This design comes from an exercise in tuning for small area, a short achievable clock period and few clock cycles on the open sky130 flow, not from production work.
Function was checked by simulation only, so behaviour that the tests miss may differ from the original.

File: config.mk
export PLATFORM = sky130hd
export DESIGN_NAME = yuv_rgb_top
export DESIGN_NICKNAME = yuv_rgb_top
export VERILOG_FILES = /design/flow/design.v
export SDC_FILE = /design/flow/constraint.sdc
export NUM_CORES = 4
export LEC_CHECK = 0
export CAP_MARGIN = 20
export CORE_MARGIN = 2
export CORE_UTILIZATION = 40
export SLEW_MARGIN = 20
File: constraint.sdc
create_clock -name core_clock -period 13.0 [get_ports {CLOCK}]
set_input_delay 2.6000 -clock core_clock [delete_from_list [all_inputs] [get_ports {CLOCK}]]
set_output_delay 2.6000 -clock core_clock [all_outputs]
set_load 0.01 [all_outputs]
File: design.v
package yuv_rgb_pkg;
   localparam int ADDR_W = 18;  
   localparam int DATA_W = 16;  
endpackage
`timescale 1ns/10ps
`timescale 1ns/10ps
`timescale 1ns/10ps
module csc_mac_unit (
   input  logic        is_y,
   input  logic        is_r,
   input  logic        is_g,
   input  logic        is_b,
   input  logic [7:0]  x1,
   input  logic [7:0]  x2,
   output logic [25:0] s,
   output logic [25:0] c
);
   logic [25:0] pp0;
   logic [7:0] d0;
   logic [25:0] k0_0;
   logic [25:0] k0_1;
   logic [25:0] k0_2;
   logic [25:0] k0_3;
   logic [25:0] k0_4;
   logic [25:0] k0_5;
   logic [25:0] k0_6;
   logic [25:0] k0_7;
   logic [25:0] pp1;
   logic [7:0] d1;
   logic [25:0] k1_0;
   logic [25:0] k1_1;
   logic [25:0] k1_2;
   logic [25:0] k1_3;
   logic [25:0] k1_4;
   logic [25:0] k1_5;
   logic [25:0] k1_6;
   logic [25:0] k1_7;
   logic [25:0] pp2;
   logic [3:0] d2;
   logic [25:0] k2_0;
   logic [25:0] k2_1;
   logic [25:0] k2_2;
   logic [25:0] k2_3;
   logic [7:0] q0;
   logic [7:0] q1;
   logic [7:0] q2;
   logic [7:0] q3;
   logic [7:0] q4;
   logic s0, c0;
   logic s1, c1;
   logic s2, c2;
   logic s3, c3;
   logic s4, c4;
   logic s5, c5;
   logic s6, c6;
   logic s7, c7;
   logic s8, c8;
   logic s9, c9;
   logic s10, c10;
   logic s11, c11;
   logic s12, c12;
   logic s13, c13;
   logic s14, c14;
   logic s15, c15;
   logic s16, c16;
   logic s17, c17;
   logic s18, c18;
   logic s19, c19;
   logic s20, c20;
   logic s21, c21;
   logic s22, c22;
   logic s23, c23;
   logic s24, c24;
   logic s25, c25;
   logic s26, c26;
   logic s27, c27;
   logic s28, c28;
   logic s29, c29;
   logic s30, c30;
   logic s31, c31;
   logic s32, c32;
   logic s33, c33;
   logic s34, c34;
   logic s35, c35;
   logic s36, c36;
   logic s37, c37;
   logic s38, c38;
   logic s39, c39;
   logic s40, c40;
   logic s41, c41;
   logic s42, c42;
   logic s43, c43;
   logic s44, c44;
   logic s45, c45;
   logic s46, c46;
   logic s47, c47;
   logic s48, c48;
   logic s49, c49;
   logic s50, c50;
   logic s51, c51;
   logic s52, c52;
   logic s53, c53;
   logic s54, c54;
   logic s55, c55;
   logic s56, c56;
   logic s57, c57;
   logic s58, c58;
   logic s59, c59;
   logic s60, c60;
   logic s61, c61;
   logic s62, c62;
   logic s63, c63;
   always_comb for (int v = 0; v < 8; v++) d0[v] = (x1[2:0] == 3'(v));
   assign k0_0 = ({26{is_r}} & 26'd10557120) | ({26{is_g}} & 26'd9925793) | ({26{is_b}} & 26'd7017152);
   assign k0_1 = ({26{is_y}} & 26'd76284) | ({26{is_r}} & 26'd10661715) | ({26{is_g}} & 26'd9900169) | ({26{is_b}} & 26'd7149403);
   assign k0_2 = ({26{is_y}} & 26'd152568) | ({26{is_r}} & 26'd10766310) | ({26{is_g}} & 26'd9874545) | ({26{is_b}} & 26'd7281654);
   assign k0_3 = ({26{is_y}} & 26'd228852) | ({26{is_r}} & 26'd10870905) | ({26{is_g}} & 26'd9848921) | ({26{is_b}} & 26'd7413905);
   assign k0_4 = ({26{is_y}} & 26'd305136) | ({26{is_r}} & 26'd10975500) | ({26{is_g}} & 26'd9823297) | ({26{is_b}} & 26'd7546156);
   assign k0_5 = ({26{is_y}} & 26'd381420) | ({26{is_r}} & 26'd11080095) | ({26{is_g}} & 26'd9797673) | ({26{is_b}} & 26'd7678407);
   assign k0_6 = ({26{is_y}} & 26'd457704) | ({26{is_r}} & 26'd11184690) | ({26{is_g}} & 26'd9772049) | ({26{is_b}} & 26'd7810658);
   assign k0_7 = ({26{is_y}} & 26'd533988) | ({26{is_r}} & 26'd11289285) | ({26{is_g}} & 26'd9746425) | ({26{is_b}} & 26'd7942909);
   assign pp0 = ({26{d0[0]}} & k0_0) | ({26{d0[1]}} & k0_1) | ({26{d0[2]}} & k0_2) | ({26{d0[3]}} & k0_3) | ({26{d0[4]}} & k0_4) | ({26{d0[5]}} & k0_5) | ({26{d0[6]}} & k0_6) | ({26{d0[7]}} & k0_7);
   always_comb for (int v = 0; v < 8; v++) d1[v] = (x1[5:3] == 3'(v));
   assign k1_0 = ({26{is_g}} & 26'd1434944);
   assign k1_1 = ({26{is_y}} & 26'd610272) | ({26{is_r}} & 26'd836760) | ({26{is_g}} & 26'd1229952) | ({26{is_b}} & 26'd1058008);
   assign k1_2 = ({26{is_y}} & 26'd1220544) | ({26{is_r}} & 26'd1673520) | ({26{is_g}} & 26'd1024960) | ({26{is_b}} & 26'd2116016);
   assign k1_3 = ({26{is_y}} & 26'd1830816) | ({26{is_r}} & 26'd2510280) | ({26{is_g}} & 26'd819968) | ({26{is_b}} & 26'd3174024);
   assign k1_4 = ({26{is_y}} & 26'd2441088) | ({26{is_r}} & 26'd3347040) | ({26{is_g}} & 26'd614976) | ({26{is_b}} & 26'd4232032);
   assign k1_5 = ({26{is_y}} & 26'd3051360) | ({26{is_r}} & 26'd4183800) | ({26{is_g}} & 26'd409984) | ({26{is_b}} & 26'd5290040);
   assign k1_6 = ({26{is_y}} & 26'd3661632) | ({26{is_r}} & 26'd5020560) | ({26{is_g}} & 26'd204992) | ({26{is_b}} & 26'd6348048);
   assign k1_7 = ({26{is_y}} & 26'd4271904) | ({26{is_r}} & 26'd5857320) | ({26{is_b}} & 26'd7406056);
   assign pp1 = ({26{d1[0]}} & k1_0) | ({26{d1[1]}} & k1_1) | ({26{d1[2]}} & k1_2) | ({26{d1[3]}} & k1_3) | ({26{d1[4]}} & k1_4) | ({26{d1[5]}} & k1_5) | ({26{d1[6]}} & k1_6) | ({26{d1[7]}} & k1_7);
   always_comb for (int v = 0; v < 4; v++) d2[v] = (x1[7:6] == 2'(v));
   assign k2_0 = ({26{is_g}} & 26'd4919808);
   assign k2_1 = ({26{is_y}} & 26'd4882176) | ({26{is_r}} & 26'd6694080) | ({26{is_g}} & 26'd3279872) | ({26{is_b}} & 26'd8464064);
   assign k2_2 = ({26{is_y}} & 26'd9764352) | ({26{is_r}} & 26'd13388160) | ({26{is_g}} & 26'd1639936) | ({26{is_b}} & 26'd16928128);
   assign k2_3 = ({26{is_y}} & 26'd14646528) | ({26{is_r}} & 26'd20082240) | ({26{is_b}} & 26'd25392192);
   assign pp2 = ({26{d2[0]}} & k2_0) | ({26{d2[1]}} & k2_1) | ({26{d2[2]}} & k2_2) | ({26{d2[3]}} & k2_3);
   assign q0 = {8{is_g}} & ~x2;
   assign q1 = {8{is_g}} & x2;
   assign q2 = {8{is_g}} & ~x2;
   assign q3 = {8{is_g}} & ~x2;
   assign q4 = {8{is_g}} & ~x2;
   assign s0 = pp0[6] ^ pp1[6];
   assign c0 = pp0[6] & pp1[6];
   assign s1 = pp0[7] ^ pp1[7] ^ pp2[7];
   assign c1 = (pp0[7] & pp1[7]) | (pp0[7] & pp2[7]) | (pp1[7] & pp2[7]);
   assign s2 = pp0[8] ^ pp1[8];
   assign c2 = pp0[8] & pp1[8];
   assign s3 = pp0[9] ^ pp1[9];
   assign c3 = pp0[9] & pp1[9];
   assign s4 = pp0[10] ^ pp1[10];
   assign c4 = pp0[10] & pp1[10];
   assign s5 = pp0[11] ^ pp1[11];
   assign c5 = pp0[11] & pp1[11];
   assign s6 = pp0[12] ^ pp1[12] ^ pp2[12];
   assign c6 = (pp0[12] & pp1[12]) | (pp0[12] & pp2[12]) | (pp1[12] & pp2[12]);
   assign s7 = pp0[13] ^ pp1[13];
   assign c7 = pp0[13] & pp1[13];
   assign s8 = pp0[14] ^ pp1[14] ^ pp2[14];
   assign c8 = (pp0[14] & pp1[14]) | (pp0[14] & pp2[14]) | (pp1[14] & pp2[14]);
   assign s9 = pp0[15] ^ pp1[15] ^ pp2[15];
   assign c9 = (pp0[15] & pp1[15]) | (pp0[15] & pp2[15]) | (pp1[15] & pp2[15]);
   assign s10 = pp0[16] ^ pp1[16] ^ pp2[16];
   assign c10 = (pp0[16] & pp1[16]) | (pp0[16] & pp2[16]) | (pp1[16] & pp2[16]);
   assign s11 = q0[0] ^ q1[2];
   assign c11 = q0[0] & q1[2];
   assign s12 = pp0[17] ^ pp1[17] ^ pp2[17];
   assign c12 = (pp0[17] & pp1[17]) | (pp0[17] & pp2[17]) | (pp1[17] & pp2[17]);
   assign s13 = q0[1] ^ q1[3] ^ q2[5];
   assign c13 = (q0[1] & q1[3]) | (q0[1] & q2[5]) | (q1[3] & q2[5]);
   assign s14 = pp0[18] ^ pp1[18] ^ pp2[18];
   assign c14 = (pp0[18] & pp1[18]) | (pp0[18] & pp2[18]) | (pp1[18] & pp2[18]);
   assign s15 = q0[2] ^ q1[4] ^ q2[6];
   assign c15 = (q0[2] & q1[4]) | (q0[2] & q2[6]) | (q1[4] & q2[6]);
   assign s16 = pp0[19] ^ pp1[19] ^ pp2[19];
   assign c16 = (pp0[19] & pp1[19]) | (pp0[19] & pp2[19]) | (pp1[19] & pp2[19]);
   assign s17 = q0[3] ^ q1[5] ^ q2[7];
   assign c17 = (q0[3] & q1[5]) | (q0[3] & q2[7]) | (q1[5] & q2[7]);
   assign s18 = pp0[20] ^ pp1[20] ^ pp2[20];
   assign c18 = (pp0[20] & pp1[20]) | (pp0[20] & pp2[20]) | (pp1[20] & pp2[20]);
   assign s19 = q0[4] ^ q1[6];
   assign c19 = q0[4] & q1[6];
   assign s20 = pp0[21] ^ pp1[21] ^ pp2[21];
   assign c20 = (pp0[21] & pp1[21]) | (pp0[21] & pp2[21]) | (pp1[21] & pp2[21]);
   assign s21 = q0[5] ^ q1[7];
   assign c21 = q0[5] & q1[7];
   assign s22 = pp0[22] ^ pp1[22] ^ pp2[22];
   assign c22 = (pp0[22] & pp1[22]) | (pp0[22] & pp2[22]) | (pp1[22] & pp2[22]);
   assign s23 = pp0[5] ^ pp1[5];
   assign c23 = pp0[5] & pp1[5];
   assign s24 = pp2[6] ^ q3[1] ^ q4[6];
   assign c24 = (pp2[6] & q3[1]) | (pp2[6] & q4[6]) | (q3[1] & q4[6]);
   assign s25 = q3[2] ^ q4[7] ^ c0;
   assign c25 = (q3[2] & q4[7]) | (q3[2] & c0) | (q4[7] & c0);
   assign s26 = pp2[8] ^ q3[3] ^ c1;
   assign c26 = (pp2[8] & q3[3]) | (pp2[8] & c1) | (q3[3] & c1);
   assign s27 = pp2[9] ^ q3[4] ^ c2;
   assign c27 = (pp2[9] & q3[4]) | (pp2[9] & c2) | (q3[4] & c2);
   assign s28 = pp2[10] ^ q3[5] ^ c3;
   assign c28 = (pp2[10] & q3[5]) | (pp2[10] & c3) | (q3[5] & c3);
   assign s29 = pp2[11] ^ q3[6] ^ c4;
   assign c29 = (pp2[11] & q3[6]) | (pp2[11] & c4) | (q3[6] & c4);
   assign s30 = q2[0] ^ q3[7] ^ c5;
   assign c30 = (q2[0] & q3[7]) | (q2[0] & c5) | (q3[7] & c5);
   assign s31 = pp2[13] ^ q2[1] ^ c6;
   assign c31 = (pp2[13] & q2[1]) | (pp2[13] & c6) | (q2[1] & c6);
   assign s32 = q1[0] ^ q2[2] ^ c7;
   assign c32 = (q1[0] & q2[2]) | (q1[0] & c7) | (q2[2] & c7);
   assign s33 = q1[1] ^ q2[3] ^ c8;
   assign c33 = (q1[1] & q2[3]) | (q1[1] & c8) | (q2[3] & c8);
   assign s34 = q2[4] ^ c9 ^ s10;
   assign c34 = (q2[4] & c9) | (q2[4] & s10) | (c9 & s10);
   assign s35 = c10 ^ c11 ^ s12;
   assign c35 = (c10 & c11) | (c10 & s12) | (c11 & s12);
   assign s36 = c12 ^ c13 ^ s14;
   assign c36 = (c12 & c13) | (c12 & s14) | (c13 & s14);
   assign s37 = c14 ^ c15 ^ s16;
   assign c37 = (c14 & c15) | (c14 & s16) | (c15 & s16);
   assign s38 = c16 ^ c17 ^ s18;
   assign c38 = (c16 & c17) | (c16 & s18) | (c17 & s18);
   assign s39 = c18 ^ c19 ^ s20;
   assign c39 = (c18 & c19) | (c18 & s20) | (c19 & s20);
   assign s40 = q0[6] ^ c20 ^ c21;
   assign c40 = (q0[6] & c20) | (q0[6] & c21) | (c20 & c21);
   assign s41 = pp0[23] ^ pp2[23] ^ q0[7];
   assign c41 = (pp0[23] & pp2[23]) | (pp0[23] & q0[7]) | (pp2[23] & q0[7]);
   assign s42 = pp0[3] ^ pp1[3];
   assign c42 = pp0[3] & pp1[3];
   assign s43 = pp0[4] ^ pp1[4] ^ q4[4];
   assign c43 = (pp0[4] & pp1[4]) | (pp0[4] & q4[4]) | (pp1[4] & q4[4]);
   assign s44 = q3[0] ^ q4[5] ^ s23;
   assign c44 = (q3[0] & q4[5]) | (q3[0] & s23) | (q4[5] & s23);
   assign s45 = s0 ^ c23 ^ s24;
   assign c45 = (s0 & c23) | (s0 & s24) | (c23 & s24);
   assign s46 = s1 ^ c24 ^ s25;
   assign c46 = (s1 & c24) | (s1 & s25) | (c24 & s25);
   assign s47 = s2 ^ c25 ^ s26;
   assign c47 = (s2 & c25) | (s2 & s26) | (c25 & s26);
   assign s48 = s3 ^ c26 ^ s27;
   assign c48 = (s3 & c26) | (s3 & s27) | (c26 & s27);
   assign s49 = s4 ^ c27 ^ s28;
   assign c49 = (s4 & c27) | (s4 & s28) | (c27 & s28);
   assign s50 = s5 ^ c28 ^ s29;
   assign c50 = (s5 & c28) | (s5 & s29) | (c28 & s29);
   assign s51 = s6 ^ c29 ^ s30;
   assign c51 = (s6 & c29) | (s6 & s30) | (c29 & s30);
   assign s52 = s7 ^ c30 ^ s31;
   assign c52 = (s7 & c30) | (s7 & s31) | (c30 & s31);
   assign s53 = s8 ^ c31 ^ s32;
   assign c53 = (s8 & c31) | (s8 & s32) | (c31 & s32);
   assign s54 = s9 ^ c32 ^ s33;
   assign c54 = (s9 & c32) | (s9 & s33) | (c32 & s33);
   assign s55 = s11 ^ c33 ^ s34;
   assign c55 = (s11 & c33) | (s11 & s34) | (c33 & s34);
   assign s56 = s13 ^ c34 ^ s35;
   assign c56 = (s13 & c34) | (s13 & s35) | (c34 & s35);
   assign s57 = s15 ^ c35 ^ s36;
   assign c57 = (s15 & c35) | (s15 & s36) | (c35 & s36);
   assign s58 = s17 ^ c36 ^ s37;
   assign c58 = (s17 & c36) | (s17 & s37) | (c36 & s37);
   assign s59 = s19 ^ c37 ^ s38;
   assign c59 = (s19 & c37) | (s19 & s38) | (c37 & s38);
   assign s60 = s21 ^ c38 ^ s39;
   assign c60 = (s21 & c38) | (s21 & s39) | (c38 & s39);
   assign s61 = s22 ^ c39 ^ s40;
   assign c61 = (s22 & c39) | (s22 & s40) | (c39 & s40);
   assign s62 = c22 ^ c40 ^ s41;
   assign c62 = (c22 & c40) | (c22 & s41) | (c40 & s41);
   assign s63 = pp2[24] ^ c41;
   assign c63 = pp2[24] & c41;
   assign s = {c63, c62, c61, c60, c59, c58, c57, c56, c55, c54, c53, c52, c51, c50, c49, c48, c47, c46, c45, c44, c43, c42, q4[3], pp0[2], pp0[1], pp0[0]};
   assign c = {1'b0, s63, s62, s61, s60, s59, s58, s57, s56, s55, s54, s53, s52, s51, s50, s49, s48, s47, s46, s45, s44, s43, s42, q4[2], q4[1], q4[0]};
endmodule
`timescale 1ns/10ps
module rgb_clip_pack (
   input  logic [22:0] yb,
   input  logic [25:0] s,
   input  logic [25:0] c,
   output logic [25:0] n,
   output logic [7:0]  ch
);
   logic [25:0] a, x, y;
   logic low, high;
   assign a = {1'b0, yb, 2'b00};
   assign x = a ^ s ^ c;
   assign y = {(a[24:0] & s[24:0]) | (a[24:0] & c[24:0]) | (s[24:0] & c[24:0]), 1'b0};
   assign n = x + y;
   assign low = !n[25] && !(n[24] && n[23]);    
   assign high = n[25] && (n[24] || n[23]);     
   assign ch = low ? 8'd0 : high ? 8'd255 : {!n[23], n[22:16]};
endmodule
`timescale 1ns/10ps
module yuv_rgb_top #(
   parameter int PIXEL_PAIRS = 38400,  
   parameter int U_BASE      = 38400,
   parameter int V_BASE      = 57600,
   parameter int RGB_BASE    = 146944
) (
   input  logic        CLOCK,
   input  logic        Resetn,
   input  logic        start,
   output logic        done,
   output logic [17:0] sram_address,
   output logic [15:0] sram_write_data,
   input  logic [15:0] sram_read_data,
   output logic        sram_we_n
);
   localparam logic [16:0] WP_FIRST = 17'(RGB_BASE - 131072);
   localparam logic [16:0] WP_LAST  = 17'(RGB_BASE + 3 * PIXEL_PAIRS - 1 - 131072);
   logic        busy;      
   logic        pro;       
   logic [4:0]  q;         
   logic        w;         
   logic [15:0] yp;        
   logic [16:0] wp;        
   logic        we;        
   wire accept  = !busy && start;
   wire wr_next = busy && !pro && (q[4] || q[0] || q[2]) && !done;
   wire rd_y    = w && (q[1] || q[3]);
   wire [14:0] cidx = yp[15:1];  
   always_ff @(posedge CLOCK or negedge Resetn) begin
      if (!Resetn) begin
         busy <= 1'b0;
         we <= 1'b0;
         done <= 1'b0;
      end else begin
         busy <= busy ? !done : start;
         we <= wr_next;
         done <= wr_next && (wp == WP_LAST);
      end
   end
   always_ff @(posedge CLOCK) begin
      if (accept) begin
         q <= 5'b10000;    
         w <= 1'b1;
         pro <= 1'b1;
         yp <= 16'd1;
         wp <= WP_FIRST;
         sram_address <= '0;
      end else begin
         q <= {q[3:0], q[4]};
         if (q[4]) w <= !w;
         if (w && q[3]) pro <= 1'b0;
         if (rd_y) yp <= yp + 16'd1;
         if (wr_next) wp <= wp + 17'd1;
         if (q[1])
            sram_address <= w ? {2'b00, yp} : 18'(U_BASE) + 18'(cidx);
         else if (q[3])
            sram_address <= w ? {2'b00, yp} : 18'(V_BASE) + 18'(cidx);
         else
            sram_address <= {1'b1, wp};
      end
   end
   assign sram_we_n = !we;
   logic [15:0] yw, uw, vw;    
   logic [7:0]  x1;            
   logic [25:0] s, c, sq, cq;  
   logic [22:0] yb_e, yb_o;    
   logic [25:0] n_e, n_o;      
   logic [7:0]  l_e, l_o;      
   logic [7:0]  h1, h2;        
   always_ff @(posedge CLOCK) begin
      if ((!w && q[1]) || (w && q[4])) yw <= sram_read_data;
      if (!w && q[4]) uw <= sram_read_data;
      if (w && q[1]) vw <= sram_read_data;
      case (1'b1)
         q[0]: x1 <= yw[7:0];
         q[1]: x1 <= w ? sram_read_data[15:8] : vw[7:0];
         q[2], q[3]: x1 <= w ? uw[15:8] : uw[7:0];
         default: x1 <= w ? sram_read_data[15:8] : yw[15:8];
      endcase
      sq <= s;
      cq <= c;
      if (q[1]) yb_e <= n_e[24:2];
      if (q[2]) yb_o <= n_o[24:2];
      if (q[3] || q[4]) h1 <= q[3] ? l_e : l_o;    
      if (q[3] || q[0]) h2 <= l_o;                 
      sram_write_data[15:8] <= q[0] ? l_e : h1;    
      sram_write_data[7:0] <= q[4] ? l_e : h2;     
   end
   csc_mac_unit u_unit (
      .is_y(q[0] || q[1]), .is_r(q[2]), .is_g(q[3]), .is_b(q[4]),
      .x1(x1), .x2(w ? vw[15:8] : vw[7:0]), .s(s), .c(c)
   );
   rgb_clip_pack u_lane_e (.yb(q[1] ? 23'd0 : yb_e), .s(sq), .c(cq), .n(n_e), .ch(l_e));
   rgb_clip_pack u_lane_o (.yb(q[2] ? 23'd0 : yb_o), .s(sq), .c(cq), .n(n_o), .ch(l_o));
endmodule
File: flow/run.sh
#!/bin/bash
# The standard layout, with two changes to how it is made (the clock period
# and constraints are unchanged):
#  - timing repair aims at 9.1 ns of setup slack;
#  - the port buffers are buf_1 cells instead of the default delay buffers.
# The make output goes to standard.log.
bash standard.sh "BUFFER_PORTS_ARGS=-buffer_cell sky130_fd_sc_hd__buf_1" SETUP_SLACK_MARGIN=9.1 finish > standard.log 2>&1
File: standard.sh
#!/bin/bash
# synth_recipe.tcl (not shown) runs the flow's synth.tcl, then flattens the netlist and writes it again
# the make line also repeats each setting of config.mk as NAME=value (left out here)
make -C /OpenROAD-flow-scripts/flow DESIGN_CONFIG=/design/flow/config.mk WORK_HOME=/design/flow/orfs CLKGATE_MAP_FILE= SYNTH_SCRIPT=/design/flow/synth_recipe.tcl "${@:-finish}"
==> flow_metrics.py, run 1 <==
metrics = {
    "status": {
        "status": "no timing/DRC/antenna violations",
    },
    "die": {
        "start_util_pct": 40.3,
        "fp.dieH_um": 206,
        "dieArea_mm2": 0.0424,
        "boundaryPins": 55,
        "core_area_mm2": 0.0406,
        "die_x_um": 206,
        "rows": 74,
    },
    "layout": {
        "drive_gt1_share_pct": 15.2,
        "design_area_mm2": 0.0194,
        "antenna-diode-count": 0,
        "nets": 2031,
        "syn2layout_area_growth_pct": 18.8,
    },
    "global_route": {
        "grt_usage_pct": 21.1,
        "grt_pass1_vias": 12800,
        "antenna_found_initial": 0,
        "overflow": 0,
        "grt_pass1_wl_mm": 70.7,
        "grt_max_degree": 66,
    },
    "critical_path": {
        "r2r_cells": 19,
        "crit_type": "reg2reg",
        "cp.required_ns": 13.29,
        "startpoint_type": "flip-flop",
        "cpPeakStageDelay_ns": 0.42,
        "cp_slowest_cell": "fa_1",
        "arrival_ns": 4.28,
        "crit_chain": "buf_16 > clkinvlp_4 > buf_12 > buf_16 > nand2_4 > fa_1 > inv_2 > ha_4 > a21oi_4 > o21bai_4 > a2111oi_4 > o211ai_1 > buf_4 > a311oi_4 > xnor2_4 > buf_12 > o21ai_4 > buf_12 > o2bb2ai_1",
        "cp_common_cell": "buf_12",
        "critPathMaxFanout": 7,
        "cp-end-kind": "flip-flop",
    },
    "sta": {
        "timing.fmax_ghz": 0.251,
        "setup_violations": 0,
        "fin_ws_ns": 9.02,
        "holdWs_ns": 0.450,
        "rsz0062_at_grt": "yes",
        "skew_ns": 0.0156,
        "timing.setup.tns_ns": 0,
        "finalMaxSlewViolations": 0,
        "tightestPinTransition_ns": 0.744,
        "period_needed_ns": 3.98,
        "period_share_pct": 30.6,
        "max-slew-margin-rel_pct": 50.4,
        "hold_viol": 0,
    },
    "place": {
        "place.port_buffers": 54,
        "globalplace.congestion": 0.912,
        "hpwl_mm": 31.4,
        "place_ws_ns": 7.73,
        "post_dp_cell_area_mm2": 0.0170,
    },
    "clock_tree": {
        "htree_levels": 1,
        "clockBufferDepth": 3,
        "cts_tree": "built",
        "cts_sinks": 246,
        "ctsHoldBuffers": 0,
        "clock_tree.root_cell": "clkbuf_16",
        "cts_buffers": 26,
        "clock_latency_ns": 0.55,
        "path_clk_slew_ns": 0.06,
    },
    "detailed_routing": {
        "via_per_inst": 5.44,
        "drt_first_pass_iters": 6,
        "num_vias": 13100,
        "routedWlPerCell_um": 18.8,
        "ant_nets": 0,
        "drt_iter0_markers": 1069,
        "drc": 0,
        "wl_mm": 45.2,
    },
    "synth": {
        "synth_fp_nets": 1969,
        "synth-main-ff-cell": "dfxtp_1",
        "netlist_area_mm2": 0.0163,
        "synth.top_cell.area_share_pct": 20.2,
        "synth_cell_types": 87,
        "muxShareOfSynthArea_pct": 2.18,
        "avgSynthCellArea_um2": 9.14,
        "yosysWarningCount": 2,
        "synth_edf_count": 110,
        "yosys.area_share.xor_xnor_pct": 3.59,
        "synthSimpleGateAreaFrac_pct": 14.5,
        "yosysSeqAreaShare_pct": 37.0,
        "synth_top_cell_by_area": "edfxtp_1",
        "ys_async_sr_fraction_pct": 1.22,
        "synth_compound_area_share_pct": 17.7,
        "ys_ff_latch": 246,
        "synth_cells": 1785,
        "yosys-top-cells-area": "edfxtp_1 (20%), dfxtp_1 (16%), fa_1 (12%), inv_1 (5.1%), ha_1 (5.0%)",
        "synth_top_family_by_area": "compound AO/OA/AOI/OAI gates",
        "synth_fa_ha_area_share_pct": 17.2,
    },
    "worst_hold_path": {
        "min_path_type": "reg2reg",
        "whs_path_depth": 2,
    },
    "job": {
        "max_cap_violations": 0,
    },
}
-- path summary, 6_finish.rpt --
path | startpoint | endpoint | slack [ns]
worst min-delay path | yw[4] | x1[4] | 0.45
worst max register to register | q[1] | h1[5] | 9.02
worst max-delay path | q[1] | h1[5] | 9.02
worst min register to register | yw[4] | x1[4] | 0.45
min in group asynchronous | Resetn | done | 1.85
max in group asynchronous | Resetn | we | 10.99
-- routing by layer --
| layer | vias to the layer above | wire length [um] | GRT usage, % |
|---|---|---|---|
| met5 | - | 0 | 0 |
| met4 | 0 | 1240 | 5.92 |
| met3 | 75 | 2420 | 2.98 |
| met2 | 387 | 21000 | 34.2 |
| met1 | 6338 | 20600 | 29.6 |
| li1 | 6255 | - | - |
-- state kept, by name, summed over array words and instances, names as in the netlist, 5 cells and up --
signal           flops
sram_write_data     16
x1                   8
wp                  17
vw                  16
cq                  25
uw                  16
sram_address        18
h1                   8
yb_o                23
q                    5
yp                  16
h2                   8
sq                  26
yb_e                23
yw                  16
-- cell usage in the layout, fill, tap and decap left out, drive strengths merged, types with 18 or more instances in the layout --
cell type,Yosys,routed
nor3,22,22
xnor2,37,37
nor2b,31,31
clkbuf,67,40
a21oi,125,125
edfxtp,110,110
dfxtp,133,133
inv,223,222
nand3,32,32
nand2,193,193
xor2,30,30
and2,19,19
buf,31,128
nand2b,23,23
o22ai,18,18
fa,100,100
a211oi,24,24
ha,65,65
nor2,130,130
o21ai,122,122
-- cells by family (layout without fill, tap and decap cells) --
logic type,after synthesis,in the layout
DFF,246,246
adders and majority gates,165,165
buffers and inverters,326,408
muxes,25,25
AOI/OAI and AO/OA,449,449
xor gates and xnor gates,67,67
and+or+nand+nor,507,507
-- critical path, delay by kind of cell, from the launching register on --
family	cells	cell delay, ns
flops	1	0.38
xor+xnor	1	0.12
buf+inv	8	1.16
simple gates	1	0.05
fa+ha+maj	2	0.64
compound gates	7	1.37
-- area by class of cell --
type,count,area (um2)
fill,3779,21200
multi-input combinational,1213,9850
sequential,246,6050
timing repair buffer,131,997
inverter,228,883
clock buffer,39,793
tap,532,666
clock inverter,9,135
timing repair inverter,1,8.76
-- synth_stat cells (32+ instances only) --
library cell,number
o21ai_0,115
clkbuf_1,67
a21oi_1,123
nor2_1,130
fa_1,100
inv_1,223
edfxtp_1,110
ha_1,65
nand3_1,32
dfxtp_1,133
xnor2_1,37
nand2_1,193
-- timing repair --
item	in CTS	in global routing
buffers inserted	25	29
gates cloned	5	0
pin swaps	21	46
endpoints found under the hold margin	0	0
setup endpoints to repair	57	46
gates resized for setup	89	113
-- per-stage QoR --
| stage | util [%] | std cells |
|---|---|---|
| global route | 47.8 | 2399 |
| global placement | 41.8 | 2292 |
| floorplan | - | 1785 |
| finish | 47.8 | 2399 |
| detailed placement | 41.8 | 2292 |
| CTS | 45.9 | 2370 |
Testbench counts, summed over its fixed seeds: cycles 576,033.
==> run 2: changes to the inputs <==
--- a/design.v
+++ b/design.v
@@ -373,6 +373,6 @@
       sq <= s;
       cq <= c;
-      if (q[1]) yb_e <= n_e[24:2];
-      if (q[2]) yb_o <= n_o[24:2];
+      if (q[0] || q[1]) yb_e <= q[1] ? n_e[24:2] : 23'd0;
+      if (q[1] || q[2]) yb_o <= q[2] ? n_o[24:2] : 23'd0;
       if (q[3] || q[4]) h1 <= q[3] ? l_e : l_o;    
       if (q[3] || q[0]) h2 <= l_o;                 
@@ -384,5 +384,5 @@
       .x1(x1), .x2(w ? vw[15:8] : vw[7:0]), .s(s), .c(c)
    );
-   rgb_clip_pack u_lane_e (.yb(q[1] ? 23'd0 : yb_e), .s(sq), .c(cq), .n(n_e), .ch(l_e));
-   rgb_clip_pack u_lane_o (.yb(q[2] ? 23'd0 : yb_o), .s(sq), .c(cq), .n(n_o), .ch(l_o));
+   rgb_clip_pack u_lane_e (.yb(yb_e), .s(sq), .c(cq), .n(n_e), .ch(l_e));
+   rgb_clip_pack u_lane_o (.yb(yb_o), .s(sq), .c(cq), .n(n_o), .ch(l_o));
 endmodule
==> flow/run.sh (replaced) <==
#!/bin/bash
# The standard layout, with two changes to how it is made (the clock period
# and constraints are unchanged):
#  - timing repair aims at 9 ns of setup slack;
#  - the port buffers are buf_1 cells instead of the default delay buffers.
# The make output goes to standard.log.
bash standard.sh "BUFFER_PORTS_ARGS=-buffer_cell sky130_fd_sc_hd__buf_1" SETUP_SLACK_MARGIN=9 finish > standard.log 2>&1
--- a/config.mk
+++ b/config.mk
@@ -6,6 +6,8 @@
 export NUM_CORES = 4
 export LEC_CHECK = 0
+export ABC_AREA = 1
 export CAP_MARGIN = 20
 export CORE_MARGIN = 2
 export CORE_UTILIZATION = 40
+export CTS_BUF_LIST = sky130_fd_sc_hd__clkbuf_8
 export SLEW_MARGIN = 20
==> flow_metrics.py, run 2 <==
metrics = {
    "critical_path": {
        "crit_type": "in2reg",
        "critPathMaxFanout": 32,
        "cp-end-kind": "flip-flop",
        "critPathBufInv": 4,
        "arrival_ns": 4.38,
        "cp_common_cell": "nand2_1",
        "cp.required_ns": 13.53,
        "cpPeakStageDelay_ns": 0.45,
        "crit_chain": "buf_1 > nand2_1 > buf_4 > clkinvlp_4 > nor2_1 > inv_1 > a2111oi_0 > a21oi_1 > nand2_1",
        "cp_slowest_cell": "a2111oi_0",
        "crit_family": "buffers and inverters",
        "startpoint_type": "input pin",
    },
    "place": {
        "place.port_buffers": 54,
        "hpwl_mm": 38.7,
        "globalplace.congestion": 0.989,
    },
    "die": {
        "rows": 73,
        "fp.dieH_um": 203,
        "dieArea_mm2": 0.0414,
        "core_area_mm2": 0.0395,
        "start_util_pct": 40.3,
        "boundaryPins": 55,
        "die_x_um": 203,
    },
    "detailed_routing": {
        "drt_first_pass_iters": 6,
        "via_per_inst": 5.41,
        "drc": 0,
        "num_vias": 13900,
        "drt_iter0_markers": 1266,
        "routedWlPerCell_um": 19.6,
        "ant_nets": 0,
        "wl_mm": 50.2,
    },
    "job": {
        "max_cap_violations": 0,
    },
    "synth": {
        "synth_cell_types": 63,
        "synth_edf_count": 110,
        "yosys-top-cells-area": "edfxtp_1 (21%), dfxtp_1 (17%), fa_1 (13%), nand2_1 (11%), inv_1 (6.0%)",
        "ys_ff_latch": 246,
        "ys_top_cells_by_count": "nand2_1 (455), inv_1 (254), nor2_1 (198)",
        "synth-main-ff-cell": "dfxtp_1",
        "ys_async_sr_fraction_pct": 1.22,
        "synth.top_cell.area_share_pct": 20.8,
        "yosysSeqAreaShare_pct": 38.0,
        "yosysMostFrequentCell": "nand2_1",
        "yosysWarningCount": 2,
        "avgSynthCellArea_um2": 8.23,
        "netlist_area_mm2": 0.0159,
        "synth_cells": 1931,
        "synth_top_cell_by_area": "edfxtp_1",
        "synth_fp_nets": 2115,
    },
    "global_route": {
        "grt_max_degree": 56,
        "antenna_found_initial": 0,
        "grt_pass1_vias": 13700,
        "overflow": 0,
        "grt_usage_pct": 24.8,
        "grt_pass1_wl_mm": 79.1,
    },
    "layout": {
        "final_common_cell": "nand2_1",
        "reg.largest.list": "sq (26), cq (25)",
        "largest-register": "sq",
        "syn2layout_area_growth_pct": 11.6,
        "nets": 2190,
        "final_cell_mix": "nand2_1 (454), inv_1 (264), nor2_1 (195), a21oi_1 (133), dfxtp_1 (130)",
        "antenna-diode-count": 0,
        "seqCellArea_mm2": 0.00604,
        "fillers": 3909,
        "largest_register_ffs": 26,
        "drive_gt1_share_pct": 7.65,
        "multi_input_area_mm2": 0.00872,
        "utilization_pct": 45.0,
    },
    "clock_tree": {
        "ctsHoldBuffers": 0,
        "clockBufferDepth": 3,
        "cts_sinks": 246,
        "clock_tree.root_cell": "clkbuf_8",
        "cts_tree": "built",
        "htree_levels": 2,
        "path_clk_slew_ns": 0.06,
        "clock_latency_ns": 0.59,
        "cts_buffers": 42,
    },
    "sta": {
        "tightestPinTransition_ns": 0.863,
        "period_share_pct": 29.6,
        "holdWs_ns": 0.448,
        "timing.fmax_ghz": 0.260,
        "hold_viol": 0,
        "finalMaxSlewViolations": 0,
        "skew_ns": 0.0526,
        "timing.setup.tns_ns": 0,
        "rsz0062_at_grt": "yes",
        "max-slew-margin-rel_pct": 42.3,
        "period_needed_ns": 3.84,
        "setup_violations": 0,
    },
    "status": {
        "status": "no timing/DRC/antenna violations",
    },
    "worst_hold_path": {
        "min_path_type": "reg2reg",
    },
}
[run 2: cell families (layout without fill, tap and decap cells)]
| family | count (synthesis) | count (layout) | share of synthesized area, % |
|---|---|---|---|
| xor gates and xnor gates | 16 | 16 | 0.881 |
| and+or+nand+nor | 856 | 856 | 23.2 |
| adders and majority gates | 165 | 165 | 17.7 |
| buffers and inverters | 312 | 420 | 7.70 |
| DFF | 246 | 246 | 38.0 |
| AOI/OAI and AO/OA | 336 | 336 | 12.6 |
[run 2: tightest hold or removal path, cell delays in order, from the launching register on]
cell,delay (ns)
edfxtp_1,0.32
nand2_1,0.05
nand2_1,0.05
[run 2: through the flow]
stage / worst slack (ns) / instances / area, um2
finish: 9.16 / 2564 / 17700
global placement: 8.08 / 2476 / 16600
CTS: 8.98 / 2564 / 17700
global route: 8.95 / 2564 / 17700
floorplan: 9.41 / 1931 / 15900
detailed placement: 8.02 / 2476 / 16600
[run 2: path summary, 6_finish.rpt]
| path | start | cells past startpoint | end | slack, ns |
|---|---|---|---|---|
| worst min-delay path | h2[4] | 2 | sram_write_data[4] | 0.45 |
| worst max register to register | q[2] | 14 | cq[16] | 9.17 |
| min in group asynchronous | Resetn | 1 | we | 1.81 |
| worst min register to register | h2[4] | 2 | sram_write_data[4] | 0.45 |
| max in group asynchronous | Resetn | 1 | done | 11.00 |
| worst max-delay path | start | 9 | sram_address[15] | 9.16 |
[run 2: final cells by class]
class,instances,share of cell area (%)
inverter,268,6.00
sequential,246,34.1
clock inverter,26,1.13
timing repair buffer,75,2.03
multi-input combinational,1373,49.1
tap,525,3.70
clock buffer,51,3.95
[run 2: metal layers]
| metal | GRT usage, % | share of wire (%) |
|---|---|---|
| met1 | 34.6 | 45 |
| met3 | 5.13 | 8.3 |
| met5 | 0 | 0 |
| met4 | 7.79 | 3.0 |
| met2 | 38.7 | 44 |
[run 2: repair_timing]
| action | CTS | global route |
|---|---|---|
| cloned | 0 | 0 |
| resized for setup | 18 | 17 |
| setup buffers | 11 | 0 |
| endpoints found under the setup margin | 39 | 23 |
| pin swaps | 4 | 2 |
Testbench counts of run 2, summed over its fixed seeds: cycles 576,033.
==> run 3: changes to the inputs <==
==> flow/run.sh (replaced) <==
#!/bin/bash
# The standard layout, with three changes to how it is made (the clock period
# and constraints are unchanged):
#  - timing repair aims at 8.8 ns of setup slack;
#  - the port buffers are buf_1 cells instead of the default delay buffers;
#  - clock tree synthesis (clkbuf_8 cells) adds no dummy loads.
# The make output goes to standard.log.
bash standard.sh "BUFFER_PORTS_ARGS=-buffer_cell sky130_fd_sc_hd__buf_1" \
  "CTS_ARGS=-sink_clustering_enable -repair_clock_nets -buf_list sky130_fd_sc_hd__clkbuf_8 -dont_use_dummy_load" \
  SETUP_SLACK_MARGIN=8.8 finish > standard.log 2>&1
==> flow_metrics.py, run 3 <==
metrics = {
    "clock_tree": {
        "path_clk_slew_ns": 0.06,
        "clock_latency_ns": 0.59,
        "clockBufferDepth": 3,
        "cts_sinks": 246,
        "clock_tree.root_cell": "clkbuf_8",
        "cts_buffers": 42,
        "cts_tree": "built",
        "htree_levels": 2,
        "ctsHoldBuffers": 0,
    },
    "synth": {
        "ys_top_cells_by_count": "nand2_1 (455), inv_1 (254), nor2_1 (198)",
        "ys_ff_latch": 246,
        "synth-main-ff-cell": "dfxtp_1",
        "ys_async_sr_fraction_pct": 1.22,
        "synth_cells": 1931,
        "yosys-top-cells-area": "edfxtp_1 (21%), dfxtp_1 (17%), fa_1 (13%), nand2_1 (11%), inv_1 (6.0%)",
        "yosysMostFrequentCell": "nand2_1",
        "yosysSeqAreaShare_pct": 38.0,
        "synth_fp_nets": 2115,
        "synth_top_cell_by_area": "edfxtp_1",
        "synth_cell_types": 63,
        "yosysWarningCount": 2,
        "netlist_area_mm2": 0.0159,
        "synth_edf_count": 110,
        "avgSynthCellArea_um2": 8.23,
        "synth.top_cell.area_share_pct": 20.8,
    },
    "worst_hold_path": {
        "min-delay-start": "h2[6]",
        "whs_path_depth": 2,
        "min_path_type": "reg2reg",
        "holdPathEnd": "sram_write_data[6]",
    },
    "layout": {
        "syn2layout_area_growth_pct": 9.25,
        "antenna-diode-count": 0,
        "largest-register": "sq",
        "reg.largest.list": "sq (26), cq (25)",
        "largest_register_ffs": 26,
        "final_cell_mix": "nand2_1 (454), inv_1 (253), nor2_1 (197), a21oi_1 (133), dfxtp_1 (131)",
        "nets": 2190,
        "final_common_cell": "nand2_1",
        "drive_gt1_share_pct": 6.49,
        "fillers": 3944,
    },
    "sta": {
        "hold_viol": 0,
        "period_needed_ns": 4.10,
        "timing.setup.tns_ns": 0,
        "setup_violations": 0,
        "period_share_pct": 31.5,
        "max-slew-margin-rel_pct": 34.6,
        "skew_ns": 0.0931,
        "rsz0062_at_grt": "yes",
        "fin_ws_ns": 8.90,
        "tightestPinTransition_ns": 0.980,
        "timing.fmax_ghz": 0.244,
        "finalMaxSlewViolations": 0,
    },
    "place": {
        "place_ws_ns": 8.02,
        "place.port_buffers": 54,
        "globalplace.congestion": 0.989,
        "hpwl_mm": 38.7,
    },
    "die": {
        "core_area_mm2": 0.0395,
        "rows": 73,
        "boundaryPins": 55,
        "start_util_pct": 40.3,
        "dieArea_mm2": 0.0414,
        "die_x_um": 203,
        "fp.dieH_um": 203,
    },
    "detailed_routing": {
        "drt_iter0_markers": 1201,
        "drt_first_pass_iters": 10,
        "routedWlPerCell_um": 19.7,
        "drc": 0,
        "via_per_inst": 5.41,
        "ant_nets": 0,
        "wl_mm": 49.9,
        "num_vias": 13700,
    },
    "critical_path": {
        "reg2reg_from": "q[3]",
        "cp.required_ns": 13.43,
        "arrival_ns": 4.53,
        "critPathMaxFanout": 35,
        "crit_type": "reg2reg",
        "r2r_cells": 10,
        "cp-end-kind": "flip-flop",
        "crit_start": "q[3]",
        "r2r_end": "cq[16]",
        "startpoint_type": "flip-flop",
        "regToRegSetupSlack_ns": 8.90,
    },
    "global_route": {
        "grt_pass1_vias": 13600,
        "grt_usage_pct": 24.7,
        "antenna_found_initial": 0,
        "grt_max_degree": 56,
        "grt_pass1_wl_mm": 78.5,
        "overflow": 0,
    },
    "status": {
        "status": "no timing/DRC/antenna violations",
    },
    "job": {
        "max_cap_violations": 0,
    },
}
==> run 3: cell counts after synthesis <==
No cell type changed its count.
==> run 3: cells by family after synthesis <==
kind of cell	count (synthesis)	share of synthesized area (%)
flops	246	38.0
simple gates	856	23.2
buf+inv	312	7.70
fa+ha+maj	165	17.7
xor+xnor	16	0.881
compound gates	336	12.6
==> run 3: what timing repair did <==
item,in CTS,in global routing
buffers inserted,6,5
setup endpoints to repair,32,16
resized for setup,12,9
pin swaps,2,2
==> run 3: worst max-delay path by stage <==
stage / end / slack, ns
2_1_floorplan: sram_address[15] / 9.41
3_3_place_gp: cq[17] / 8.08
3_5_place_dp: cq[16] / 8.02
4_1_cts: cq[19] / 8.84
5_1_grt: cq[16] / 8.77
6_report: cq[16] / 8.90
==> run 3: critical path, cell delays in order, from the launching register on <==
cell and delay (ns):
dfxtp_1 0.68, buf_4 0.41, inv_8 0.18, nor3_1 0.71, inv_1 0.20, nand2_1 0.16
nor3b_1 0.12, fa_1 0.51, inv_1 0.05, fa_1 0.50, fa_1 0.41
==> run 3: metal layers <==
metal / part of all wire (%) / wire (um) / vias to the layer above / global-route usage, %
met5: 0 / 0 / - / 0
met4: 2.8 / 1390 / 0 / 7.51
met1: 45 / 22500 / 6448 / 34.8
met3: 8.2 / 4120 / 109 / 4.44
li1: - / - / 6531 / -
met2: 44 / 21900 / 585 / 38.6
==> run 3: per-stage QoR <==
step	utilization (%)	hold WS [ns]	cell area (um2)	instances
after global routing	44.0	0.479	17400	2529
final	44.0	0.451	17400	2529
after CTS	43.8	0.455	17300	2524
after global placement	42.1	0.428	16600	2476
after detailed placement	42.1	0.434	16600	2476
after floorplan	-	0.418	15900	1931
==> run 3: layout make-up <==
type                            instances  area, um2  share of cell area (%)
Multi-Input combinational cell       1373       8700                    50.1
Sequential cell                       246       6040                    34.8
Inverter                              268       1030                    5.96
Tap cell                              525        657                    3.78
Clock buffer                           42        578                    3.33
Timing Repair Buffer                   75        360                    2.07
==> run 4: changes to the inputs <==
==> flow/run.sh (replaced) <==
#!/bin/bash
# The standard layout, with three changes to how it is made (the clock period
# and constraints are unchanged):
#  - timing repair aims at 9.15 ns of setup slack;
#  - the port buffers are buf_1 cells instead of the default delay buffers;
#  - clock tree synthesis (clkbuf_8 cells) adds no dummy loads.
# The make output goes to standard.log.
bash standard.sh "BUFFER_PORTS_ARGS=-buffer_cell sky130_fd_sc_hd__buf_1" \
  "CTS_ARGS=-sink_clustering_enable -repair_clock_nets -buf_list sky130_fd_sc_hd__clkbuf_8 -dont_use_dummy_load" \
  SETUP_SLACK_MARGIN=9.15 finish > standard.log 2>&1
==> flow_metrics.py, run 4 <==
metrics = {
    "status": {
        "status": "no timing/DRC/antenna violations",
    },
    "sta": {
        "skew_ns": 0.0930,
        "period_share_pct": 28.8,
        "rsz0062_at_grt": "yes",
        "tightestPinTransition_ns": 0.870,
        "hold_viol": 0,
        "finalMaxSlewViolations": 0,
        "setup_violations": 0,
        "timing.fmax_ghz": 0.268,
        "timing.setup.tns_ns": 0,
        "max-slew-margin-rel_pct": 41.8,
        "period_needed_ns": 3.74,
    },
    "die": {
        "die_x_um": 203,
        "fp.dieH_um": 203,
        "boundaryPins": 55,
        "rows": 73,
        "dieArea_mm2": 0.0414,
        "core_area_mm2": 0.0395,
        "start_util_pct": 40.3,
    },
    "critical_path": {
        "cp.required_ns": 13.43,
        "crit_family": "adder cells",
        "cp_common_cell": "fa_1",
        "critPathMaxFanout": 25,
        "crit_chain": "buf_4 > clkinv_8 > nand2_8 > nor2_4 > buf_4 > nor2_1 > inv_1 > nand2_1 > nor3_1 > fa_1 > fa_1 > inv_1 > fa_1",
        "arrival_ns": 4.17,
        "cpPeakStageDelay_ns": 0.49,
        "cp_slowest_cell": "fa_1",
        "crit_type": "reg2reg",
        "startpoint_type": "flip-flop",
        "critPathBufInv": 5,
        "cp-end-kind": "flip-flop",
    },
    "job": {
        "max_cap_violations": 0,
    },
    "detailed_routing": {
        "drt_first_pass_iters": 6,
        "drc": 0,
        "wl_met1_mm": 22.2,
        "num_vias": 13800,
        "routedWlPerCell_um": 19.7,
        "wl_mm": 49.9,
        "wl_met3_mm": 4.25,
        "via_per_inst": 5.45,
        "route.met2.wl_mm": 22.2,
        "ant_nets": 0,
        "drt_iter0_markers": 1207,
        "top_layer_used": "met4",
    },
    "synth": {
        "synth_cell_types": 63,
        "synth_edf_count": 110,
        "yosys-top-cells-area": "edfxtp_1 (21%), dfxtp_1 (17%), fa_1 (13%), nand2_1 (11%), inv_1 (6.0%)",
        "synth-main-ff-cell": "dfxtp_1",
        "ys_ff_latch": 246,
        "netlist_area_mm2": 0.0159,
        "ys_top_cells_by_count": "nand2_1 (455), inv_1 (254), nor2_1 (198)",
        "synth_fp_nets": 2115,
        "yosysMostFrequentCell": "nand2_1",
        "synth_cells": 1931,
        "synth_top_cell_by_area": "edfxtp_1",
        "yosysSeqAreaShare_pct": 38.0,
        "avgSynthCellArea_um2": 8.23,
        "ys_async_sr_fraction_pct": 1.22,
        "synth.top_cell.area_share_pct": 20.8,
        "yosysWarningCount": 2,
    },
    "place": {
        "globalplace.congestion": 0.989,
        "place.port_buffers": 54,
        "hpwl_mm": 38.7,
        "numPlacedInstances": 2476,
    },
    "worst_hold_path": {
        "min_path_type": "reg2reg",
    },
    "clock_tree": {
        "clockBufferDepth": 3,
        "path_clk_slew_ns": 0.06,
        "clock_latency_ns": 0.58,
        "htree_levels": 2,
        "clock_tree.root_cell": "clkbuf_8",
        "cts_buffers": 42,
        "cts_tree": "built",
        "ctsHoldBuffers": 0,
        "cts_sinks": 246,
    },
    "layout": {
        "reg.largest.list": "sq (26), cq (25)",
        "final_common_cell": "nand2_1",
        "largest-register": "sq",
        "nets": 2191,
        "drive_gt1_share_pct": 6.93,
        "syn2layout_area_growth_pct": 9.74,
        "largest_register_ffs": 26,
        "final_cell_mix": "nand2_1 (454), inv_1 (251), nor2_1 (195), a21oi_1 (133), dfxtp_1 (130)",
        "antenna-diode-count": 0,
        "fillers": 3934,
        "utilization_pct": 44.2,
        "final_cells": 2530,
    },
    "global_route": {
        "antenna_found_initial": 0,
        "grt_pass1_wl_mm": 78.7,
        "overflow": 0,
        "grt_pass1_vias": 13600,
        "grt_usage_pct": 24.7,
        "grt_max_degree": 56,
    },
}
==> run 4: cell count changes in the layout (fill, tap and decap cells not counted), moves of 2 or more <==
| cell | change |
|---|---|
| a2111oi_0 | -2 |
| buf_4 | -2 |
| buf_6 | +3 |
| clkinvlp_4 | +2 |
| inv_1 | -2 |
| inv_4 | -3 |
| nor2_1 | -2 |
==> run 4: final timing paths <==
path / depth (start not counted) / endpoint / slack (ns) / startpoint
setup / recovery: 13 / cq[21] / 9.26 / q[2]
hold / removal: 2 / sram_write_data[8] / 0.45 / h1[0]
setup reg to reg: 13 / cq[21] / 9.26 / q[2]
hold reg to reg: 2 / sram_write_data[8] / 0.45 / h1[0]
max in group asynchronous: 1 / done / 11.00 / Resetn
min in group asynchronous: 1 / we / 1.82 / Resetn
==> run 4: cell type report <==
class	instances	area [um2]	share of cell area, %
clock buffer	42	578	3.31
sequential	246	6040	34.6
multi-input combinational	1373	8730	50.0
inverter	268	1060	6.08
timing repair buffer	76	379	2.17
tap	525	657	3.76
==> run 4: metrics by stage <==
| stage | hold slack (ns) | worst slack, ns | instance area (um2) |
|---|---|---|---|
| after detailed placement | 0.434 | 8.02 | 16600 |
| after floorplan | 0.418 | 9.41 | 15900 |
| final | 0.453 | 9.26 | 17500 |
| after global placement | 0.428 | 8.08 | 16600 |
| after CTS | 0.455 | 9.16 | 17400 |
| after global routing | 0.479 | 9.10 | 17500 |
==> run 4: logic make-up (layout without fill, tap and decap cells) <==
| logic type | after synthesis | after routing | share of synthesized area (%) |
|---|---|---|---|
| adders and majority gates | 165 | 165 | 17.7 |
| buffers and inverters | 312 | 386 | 7.70 |
| and+or+nand+nor | 856 | 856 | 23.2 |
| AOI/OAI and AO/OA | 336 | 336 | 12.6 |
| xor gates and xnor gates | 16 | 16 | 0.881 |
| DFF | 246 | 246 | 38.0 |
==> run 4: what timing repair did <==
action                                  4_1_cts  5_1_grt
gates resized for setup                      28       11
endpoints found under the setup margin       43       24
setup buffers                                11        1
hold endpoints to repair                      0        0
pin swaps                                     5        3
==> run 4: metal layers <==
layer | up-vias | track usage (%)
met1 | 6536 | 34.9
met2 | 640 | 38.8
met3 | 98 | 4.46
met4 | 0 | 7.33
li1 | 6517 | -
met5 | - | 0
==> run 4: worst reg2reg max path, cell delays in order (launching register included) <==
cell	delay, ns
dfxtp_1	0.30
buf_4	0.39
clkinv_8	0.29
nand2_8	0.29
nor2_4	0.09
buf_4	0.19
nor2_1	0.29
inv_1	0.15
nand2_1	0.09
nor3_1	0.07
fa_1	0.48
fa_1	0.49
inv_1	0.05
fa_1	0.44
==> run 5: changes to the inputs <==
==> flow/run.sh (replaced) <==
#!/bin/bash
# The standard layout, with three changes to how it is made (the clock period
# and constraints are unchanged):
#  - timing repair aims at 9 ns of setup slack;
#  - the port buffers are buf_1 cells instead of the default delay buffers;
#  - clock tree synthesis (clkbuf_8 cells) adds no dummy loads.
# The make output goes to standard.log.
bash standard.sh "BUFFER_PORTS_ARGS=-buffer_cell sky130_fd_sc_hd__buf_1" \
  "CTS_ARGS=-sink_clustering_enable -repair_clock_nets -buf_list sky130_fd_sc_hd__clkbuf_8 -dont_use_dummy_load" \
  SETUP_SLACK_MARGIN=9 finish > standard.log 2>&1
==> flow_metrics.py, run 5 <==
metrics = {
    "critical_path": {
        "critPathMaxFanout": 32,
        "crit_start": "start",
        "cp-end-kind": "flip-flop",
        "reg2reg_from": "q[3]",
        "arrival_ns": 4.39,
        "cp.required_ns": 13.53,
        "startpoint_type": "input pin",
        "crit_type": "in2reg",
    },
    "synth": {
        "yosysMostFrequentCell": "nand2_1",
        "yosysSeqAreaShare_pct": 38.0,
        "ys_ff_latch": 246,
        "yosys-top-cells-area": "edfxtp_1 (21%), dfxtp_1 (17%), fa_1 (13%), nand2_1 (11%), inv_1 (6.0%)",
        "yosysWarningCount": 2,
        "netlist_area_mm2": 0.0159,
        "synth_cells": 1931,
        "synth_edf_count": 110,
        "avgSynthCellArea_um2": 8.23,
        "synth-main-ff-cell": "dfxtp_1",
        "ys_async_sr_fraction_pct": 1.22,
        "synth.top_cell.area_share_pct": 20.8,
        "ys_top_cells_by_count": "nand2_1 (455), inv_1 (254), nor2_1 (198)",
        "synth_fp_nets": 2115,
        "synth_top_cell_by_area": "edfxtp_1",
        "synth_cell_types": 63,
    },
    "sta": {
        "finalMaxSlewViolations": 0,
        "rsz0062_at_grt": "yes",
        "period_share_pct": 29.7,
        "timing.fmax_ghz": 0.259,
        "setup_violations": 0,
        "skew_ns": 0.0935,
        "tightestPinTransition_ns": 0.801,
        "period_needed_ns": 3.87,
        "hold_viol": 0,
        "timing.setup.tns_ns": 0,
        "max-slew-margin-rel_pct": 46.1,
    },
    "layout": {
        "nets": 2190,
        "final_cell_mix": "nand2_1 (454), inv_1 (251), nor2_1 (195), a21oi_1 (133), dfxtp_1 (130)",
        "final_common_cell": "nand2_1",
        "fillers": 3940,
        "utilization_pct": 44.1,
        "reg.largest.list": "sq (26), cq (25)",
        "largest_register_ffs": 26,
        "largest-register": "sq",
        "syn2layout_area_growth_pct": 9.52,
        "antenna-diode-count": 0,
        "drive_gt1_share_pct": 6.89,
    },
    "detailed_routing": {
        "route.met2.wl_mm": 22.1,
        "ant_nets": 0,
        "drt_iter0_markers": 1208,
        "top_layer_used": "met4",
        "num_vias": 13700,
        "drc": 0,
        "routedWlPerCell_um": 19.8,
        "via_per_inst": 5.43,
        "wl_met1_mm": 22.2,
        "wl_mm": 50.0,
        "wl_met3_mm": 4.30,
        "drt_first_pass_iters": 5,
    },
    "global_route": {
        "antenna_found_initial": 0,
        "grt_pass1_vias": 13600,
        "grt_pass1_wl_mm": 78.7,
        "grt_usage_pct": 24.7,
        "overflow": 0,
        "grt_max_degree": 56,
    },
    "clock_tree": {
        "cts_sinks": 246,
        "clock_latency_ns": 0.59,
        "path_clk_slew_ns": 0.06,
        "htree_levels": 2,
        "clock_tree.root_cell": "clkbuf_8",
        "cts_tree": "built",
        "clockBufferDepth": 3,
        "cts_buffers": 42,
    },
    "worst_hold_path": {
        "min_path_type": "reg2reg",
        "min-delay-start": "h2[6]",
    },
    "die": {
        "die_x_um": 203,
        "boundaryPins": 55,
        "rows": 73,
        "core_area_mm2": 0.0395,
        "start_util_pct": 40.3,
        "dieArea_mm2": 0.0414,
        "fp.dieH_um": 203,
    },
    "status": {
        "status": "no timing/DRC/antenna violations",
    },
    "place": {
        "globalplace.congestion": 0.989,
        "hpwl_mm": 38.7,
        "place.port_buffers": 54,
    },
    "job": {
        "max_cap_violations": 0,
    },
}
==> run 5: cell counts after synthesis <==
No cell type changed its count.
==> run 5: through the flow <==
| stage | setup slack (ns) | hold WS, ns | instances | instance area, um2 |
|---|---|---|---|---|
| after detailed placement | 8.02 | 0.434 | 2476 | 16600 |
| final | 9.13 | 0.452 | 2529 | 17400 |
| after CTS | 8.97 | 0.455 | 2529 | 17400 |
| after global routing | 8.94 | 0.479 | 2529 | 17400 |
| after floorplan | 9.41 | 0.418 | 1931 | 15900 |
| after global placement | 8.08 | 0.428 | 2476 | 16600 |
==> run 5: worst max-delay path, cell delays in order <==
cell,delay (ns)
buf_1,0.07
nand2_1,0.05
buf_4,0.34
clkinvlp_4,0.24
nor2_1,0.29
inv_1,0.18
a2111oi_0,0.45
a21oi_1,0.07
nand2_1,0.08
==> run 5: per-layer routing <==
layer | track usage [%] | vias to the layer above
met5 | 0 | -
met4 | 7.40 | 0
met3 | 5.08 | 113
met2 | 38.7 | 573
met1 | 34.6 | 6526
li1 | - | 6521
==> run 5: final cells by class <==
cell class                      instances  area (um2)  share of cell area, %
Inverter                              268        1060                   6.09
Clock buffer                           42         578                   3.32
Multi-Input combinational cell       1373        8720                   50.0
Timing Repair Buffer                   75         360                   2.07
Tap cell                              525         657                   3.77
Sequential cell                       246        6040                   34.7
==> run 5: timing repair <==
action / 4_1_cts / 5_1_grt
hold buffers: 0 / 0
pin swaps: 4 / 2
endpoints found under the hold margin: 0 / 0
gates resized for setup: 19 / 14
setup endpoints to repair: 39 / 23
buffers inserted: 11 / 0
==> run 5: logic make-up (layout without fill, tap and decap cells) <==
family	Yosys count	count (layout)	synth area share [%]
buffers and inverters	312	385	7.70
and+or+nand+nor	856	856	23.2
adders and majority gates	165	165	17.7
AOI/OAI and AO/OA	336	336	12.6
DFF	246	246	38.0
xor gates and xnor gates	16	16	0.881
==> run 5: path summary, 6_finish.rpt <==
path / to / slack [ns] / depth (start not counted)
hold reg to reg: sram_write_data[6] / 0.45 / 2
setup / recovery: sram_address[15] / 9.13 / 9
hold / removal: sram_write_data[6] / 0.45 / 2
max in group asynchronous: done / 11.00 / 1
min in group asynchronous: we / 1.82 / 1
setup reg to reg: cq[19] / 9.15 / 12
==> run 6: changes to the inputs <==
--- a/design.v
+++ b/design.v
@@ -373,6 +373,6 @@
       sq <= s;
       cq <= c;
-      if (q[0] || q[1]) yb_e <= q[1] ? n_e[24:2] : 23'd0;
-      if (q[1] || q[2]) yb_o <= q[2] ? n_o[24:2] : 23'd0;
+      if (q[1]) yb_e <= n_e[24:2];
+      if (q[2]) yb_o <= n_o[24:2];
       if (q[3] || q[4]) h1 <= q[3] ? l_e : l_o;    
       if (q[3] || q[0]) h2 <= l_o;                 
@@ -384,5 +384,5 @@
       .x1(x1), .x2(w ? vw[15:8] : vw[7:0]), .s(s), .c(c)
    );
-   rgb_clip_pack u_lane_e (.yb(yb_e), .s(sq), .c(cq), .n(n_e), .ch(l_e));
-   rgb_clip_pack u_lane_o (.yb(yb_o), .s(sq), .c(cq), .n(n_o), .ch(l_o));
+   rgb_clip_pack u_lane_e (.yb(q[1] ? 23'd0 : yb_e), .s(sq), .c(cq), .n(n_e), .ch(l_e));
+   rgb_clip_pack u_lane_o (.yb(q[2] ? 23'd0 : yb_o), .s(sq), .c(cq), .n(n_o), .ch(l_o));
 endmodule
==> flow_metrics.py, run 6 <==
metrics = {
    "synth": {
        "synth_cells": 2055,
        "ys_ff_latch": 246,
        "yosys-top-cells-area": "edfxtp_1 (20%), dfxtp_1 (16%), fa_1 (12%), nand2_1 (11%), inv_1 (8.8%)",
        "synth-main-ff-cell": "dfxtp_1",
        "synth_fa_ha_area_share_pct": 17.3,
        "synth.top_cell.area_share_pct": 20.2,
        "ys_top_cells_by_count": "nand2_1 (488), inv_1 (384), nor2_1 (189)",
        "yosysMostFrequentCell": "nand2_1",
        "synth_top_family_by_area": "simple AND/OR/NAND/NOR gates",
        "synth_top_cell_by_area": "edfxtp_1",
        "yosysWarningCount": 2,
        "synth_cell_types": 58,
        "synth_compound_area_share_pct": 10.2,
        "synth_fp_nets": 2239,
    },
    "clock_tree": {
        "clockBufferDepth": 3,
        "cts_sinks": 246,
        "cts_tree": "built",
        "clock_latency_ns": 0.64,
        "clock_tree.root_cell": "clkbuf_8",
        "path_clk_slew_ns": 0.06,
        "cts_buffers": 46,
        "htree_levels": 2,
    },
    "layout": {
        "fillers": 4059,
        "final_cells": 2655,
        "design_area_mm2": 0.0178,
        "drive_gt1_share_pct": 5.63,
        "reg.largest.list": "sq (26), cq (25)",
        "utilization_pct": 44.6,
        "largest_register_ffs": 26,
        "syn2layout_area_growth_pct": 9.37,
        "final_common_cell": "nand2_1",
    },
    "place": {
        "numPlacedInstances": 2604,
        "hpwl_mm": 37.6,
        "globalplace.congestion": 0.993,
    },
    "critical_path": {
        "arrival_ns": 4.45,
        "cp.required_ns": 13.55,
        "r2r_cells": 11,
        "critPathMaxFanout": 28,
        "startpoint_type": "input pin",
    },
    "detailed_routing": {
        "routedWlPerCell_um": 18.2,
        "drc": 0,
        "via_per_inst": 5.21,
        "drt_iter0_markers": 1082,
        "ant_nets": 0,
        "drt_first_pass_iters": 5,
    },
    "sta": {
        "finalMaxSlewViolations": 0,
        "timing.setup.tns_ns": 0,
        "rsz0062_at_grt": "yes",
        "period_needed_ns": 3.90,
        "fin_ws_ns": 9.10,
        "setup_violations": 0,
        "timing.fmax_ghz": 0.257,
        "period_share_pct": 30.0,
        "max-slew-margin-rel_pct": 46.7,
    },
    "die": {
        "core_area_mm2": 0.0400,
        "rows": 73,
        "boundaryPins": 55,
        "start_util_pct": 40.8,
        "die_x_um": 206,
        "dieArea_mm2": 0.0424,
    },
    "global_route": {
        "overflow": 0,
        "grt_pass1_vias": 13600,
        "grt_pass1_wl_mm": 76.0,
        "antenna_found_initial": 0,
        "grt_max_degree": 54,
    },
    "status": {
        "status": "no timing/DRC/antenna violations",
    },
    "worst_hold_path": {
        "min_path_type": "reg2reg",
    },
    "job": {
        "max_cap_violations": 0,
    },
}
## run 6: cell count changes after synthesis, moves of 10 or more
| cell | previous run | this run |
|---|---|---|
| nand2_1 | 455 | 488 |
| a21oi_1 | 133 | 104 |
| o21ai_0 | 96 | 59 |
| xor2_1 | 5 | 28 |
| o21ai_1 | 1 | 11 |
| inv_1 | 254 | 384 |
## run 6: what timing repair did
item                       CTS  global route
hold buffers                 0             0
buffers inserted             3             2
setup endpoints to repair   42            49
gates resized for setup     10            13
pin swaps                    0             1
## run 6: cells by family after synthesis
group / count (synthesis)
xor+xnor: 48
compound gates: 277
buf+inv: 448
fa+ha+maj: 165
simple gates: 871
flops: 246
## run 6: final timing paths
kind                         from            endpoint  slack, ns
min in group asynchronous  Resetn                done       1.86
max                         start    sram_address[15]       9.10
max in group asynchronous  Resetn                busy      10.99
min reg2reg                 h2[6]  sram_write_data[6]       0.43
min                         h2[6]  sram_write_data[6]       0.43
max reg2reg                  q[2]              cq[17]       9.17
## run 6: layout make-up
type                    count  area [um2]  share of cell area (%)
well taps                 525         657                    3.68
inverters                 404        1540                    8.63
multi-input cells        1361        8610                    48.3
repair buffers             73         357                    2.00
clock buffers              46         633                    3.55
flip-flops and latches    246        6040                    33.9
## run 6: routing by layer
layer / up-vias / global-route usage, % / wire [um]
li1: 6711 / - / -
met1: 6490 / 32.7 / 22200
met2: 526 / 35.3 / 20700
met3: 99 / 6.23 / 4200
met4: 0 / 7.22 / 1370
met5: - / 0 / 0
## run 6: worst max-delay path, cell delays in order
cell       delay, ns
buf_1           0.07
nand2_1         0.05
buf_4           0.30
inv_2           0.27
nor2_1          0.30
inv_1           0.20
a2111oi_0       0.49
a21oi_1         0.07
nand2_1         0.07
Testbench counts of run 6, summed over its fixed seeds: cycles 576,033.

-- what the ideal ports hide --
The results above use ideal ports. As a check the final layouts listed here were re-extracted and re-timed, cells and wires unchanged.
Step 1, drivers: a clkbuf_16 drives CLOCK and a buf_2 each remaining input, both assumed.
Step 2 adds t to the input delays and takes it off the output delays; t is the mean of the earliest and latest rising clock arrival at the registers after step 1. Input paths then give back, and output paths get back, about the clock's delay inside the block.
Slacks: no drivers / after step 1 / after step 2; pairs: no drivers / after step 1.
| run | t, ns | setup slack, ns | worst hold slack (ns) |
|---|---|---|---|
| run 1 | 0.597 | 9.017 / 9.017 / 8.852 | 0.450 / 0.450 / 0.450 |
| run 2 | 0.621 | 9.155 / 9.169 / 8.568 | 0.448 / 0.448 / 0.448 |
| run 3 | 0.593 | 8.899 / 8.899 / 8.397 | 0.451 / 0.451 / 0.451 |
| run 4 | 0.591 | 9.262 / 9.216 / 8.743 | 0.453 / 0.453 / 0.453 |
| run 5 | 0.594 | 9.134 / 9.154 / 8.574 | 0.452 / 0.452 / 0.452 |
| run 6 | 0.624 | 9.102 / 9.123 / 8.499 | 0.434 / 0.434 / 0.434 |
After both steps every run listed still meets setup and hold. For run 6, which loses most, drivers alone change the setup slack by +0.021 ns; drivers and shift together by -0.603 ns.
